Source: an optimization exercise on an open RTL-to-GDS flow (aim: small area). Production flows keep margins and buffers that such runs may drop.
The RTL was checked by simulation tests, not by an equivalence proof against the original design.
Power figures rest on the tool's default switching activity, not on a simulated workload.

Setup of job 101:
==> flow/design.v (excerpt) <==
module reg_file_dump #(
    parameter int DATA_W   = 64,
    parameter int NUM_REGS = 32
) (
    input  logic              Clk,
    input  logic              Reset_n,
    input  logic [4:0]        ReadSelect1,
    input  logic [4:0]        ReadSelect2,
    input  logic [4:0]        WriteSelect,
    input  logic              RegWrite,
    input  logic [DATA_W-1:0] WriteData,
    output logic [DATA_W-1:0] ReadData1,
    output logic [DATA_W-1:0] ReadData2,
    input  logic              DumpReq,
    input  logic              DumpReady,
    output logic              DumpValid,
    output logic [4:0]        DumpIndex,
    output logic [DATA_W-1:0] DumpData,
    output logic              DumpBusy
);
    localparam int NR = NUM_REGS - 1;    
    logic [NR-1:0][DATA_W-1:0] regs;
    logic          wr;
    logic [NR-1:0] wen;
    logic [NR-1:0] hold;
    assign wr = RegWrite && Reset_n;
    for (genvar i = 0; i < NR; i++) begin : g_wdec
        assign wen[i]  = wr && (WriteSelect == i);
        assign hold[i] = Reset_n && !wen[i];
    end
    for (genvar i = 0; i < NR; i++) begin : g_row
        always_ff @(posedge Clk)
            regs[i] <= (WriteData & {DATA_W{wen[i]}}) | (regs[i] & {DATA_W{hold[i]}});
    end
    function automatic logic [DATA_W-1:0] view_oh(
        input logic [4:0]                  sel,
        input logic                        w,
        input logic [4:0]                  wsel,
        input logic [NR-1:0]               we,
        input logic [DATA_W-1:0]           wdata,
        input logic [NR-1:0][DATA_W-1:0]   r
    );
        logic              byp;
        logic [DATA_W-1:0] acc;
        byp = w && (wsel == sel) && (sel != 5'd31);
        acc = byp ? wdata : '0;
        for (int i = 0; i < NR; i++)
            acc = acc | (r[i] & {DATA_W{(sel == i) && !we[i]}});
        view_oh = acc;
    endfunction
    assign ReadData1 = view_oh(ReadSelect1, wr, WriteSelect, wen, WriteData, regs);
    assign ReadData2 = view_oh(ReadSelect2, wr, WriteSelect, wen, WriteData, regs);
    logic       busy;
    logic       last;
    logic       load;
    logic [4:0] load_idx;
    assign last      = (DumpIndex == 5'd31);
  ...
Size: ~7,200 cells after synthesis, roughly 280 I/O pins, ~87,000 um^2 of cells after synthesis.
Settings: LEC_CHECK=0, CAP_MARGIN=20, CELL_PAD_IN_SITES_DETAIL_PLACEMENT=1, CELL_PAD_IN_SITES_GLOBAL_PLACEMENT=1, CORE_MARGIN=2, CORE_UTILIZATION=40, PLACE_DENSITY=0.55, SETUP_SLACK_MARGIN=0.1, SLEW_MARGIN=20; clock period 7.0 ns.
standard.sh (not shown) runs the stock make flow with config.mk's settings and CLKGATE_MAP_FILE= SYNTH_SCRIPT=/design/flow/synth_recipe.tcl, a recipe that flattens the netlist after the stock synthesis.
==> flow/flow/run.sh <==
#!/bin/bash
# Own flow: the standard synthesis, then its combinational logic replaced by a
# hand-mapped netlist (flow/gen.py) that keeps every flip-flop of the standard
# synthesis (same instance names and cell types); then the standard layout,
# with minimum-size port buffers, small clock buffers, no CTS dummy
# loads, and less of met1/met2 given to the global router.
set -euo pipefail
R=orfs/results/$FLOW_PLATFORM/reg_file_dump/base
bash standard.sh synth > std_synth.log 2>&1
cp "$R/1_2_yosys.v" std_1_2_yosys.v
python3 flow/gen.py std_1_2_yosys.v gen_1_2_yosys.v > gen.log 2>&1
cp gen_1_2_yosys.v "$R/1_2_yosys.v"
rm -f "$R/1_synth.odb" "$R/1_synth.sdc"
bash standard.sh \
  "FASTROUTE_TCL=$PWD/flow/fastroute.tcl" \
  "BUFFER_PORTS_ARGS=-buffer_cell sky130_fd_sc_hd__buf_1" \
  "CTS_ARGS=-sink_clustering_enable -repair_clock_nets -dont_use_dummy_load -buf_list sky130_fd_sc_hd__clkbuf_8 -sink_clustering_size 16 -sink_clustering_max_diameter 60" \
  finish > std_finish.log 2>&1
Other scripts of this flow, unchanged in this note and not shown: flow/flow/fastroute.tcl, flow/flow/gen.py
Input changes introduced in job 102 (baseline for comparison: job 101):
- GPL_TIMING_DRIVEN: unset -> 0
==> comparison <==
Summary of job 102 over job 101: core occupancy in the finished layout went up by 2.9 points, sequential share of layout area went down by 2.5 points, worst voltage drop across the vdd grid went up by 6.1%, combinational power went up by about 20%. On clock transition at the register clock pins on the worst setup and hold paths after CTS, job 102 and job 101 are basically level. Job 102 — relative contribution of combinational cells to total power 1.5 points higher, job 101 as reference. Taking job 101 as the reference, in job 102 final worst-path cycle share shows an increase of 5.8 points, ratio of total power to cell area now sits lower, number of cells in the finished layout apart from fillers shows an increase of 55. The met2 usage in job 102 sits 3.1 points above the value recorded for job 101. Area used by multi-input combinational logic of job 101 is on par with job 102.

==> what the ideal ports hide <==
In the flow no input, the clock included, has a driving cell. The finished layouts below were timed again as built, in two steps. Step 1 sets driving cells, clkbuf_16 on the clock port and buf_2 on the other inputs (assumed; they add their load-dependent delay and slew). Step 2 moves the port delays by t, midway between the first and last clock arrival at a register: inputs arrive t later, outputs are due t later. That takes back most of the time a late clock gives input paths. Slacks: no drivers / after step 1 / after step 2; pairs: no drivers / after step 1.
run	t, ns	setup slack, ns	hold slack, ns	worst data-port slew with drivers (ns)	pins driven straight from the clock port
job 101	1.102	0.518 / 0.494 / 0.494	0.533 / 0.533 / 0.533	0.11	1
job 102	1.141	0.111 / 0.077 / 0.077	0.532 / 0.532 / 0.532	0.28	1
After both steps every run listed still meets setup and hold. The setup slack of job 102, which loses most, moves by -0.034 ns with the drivers and by -0.034 ns with both steps.
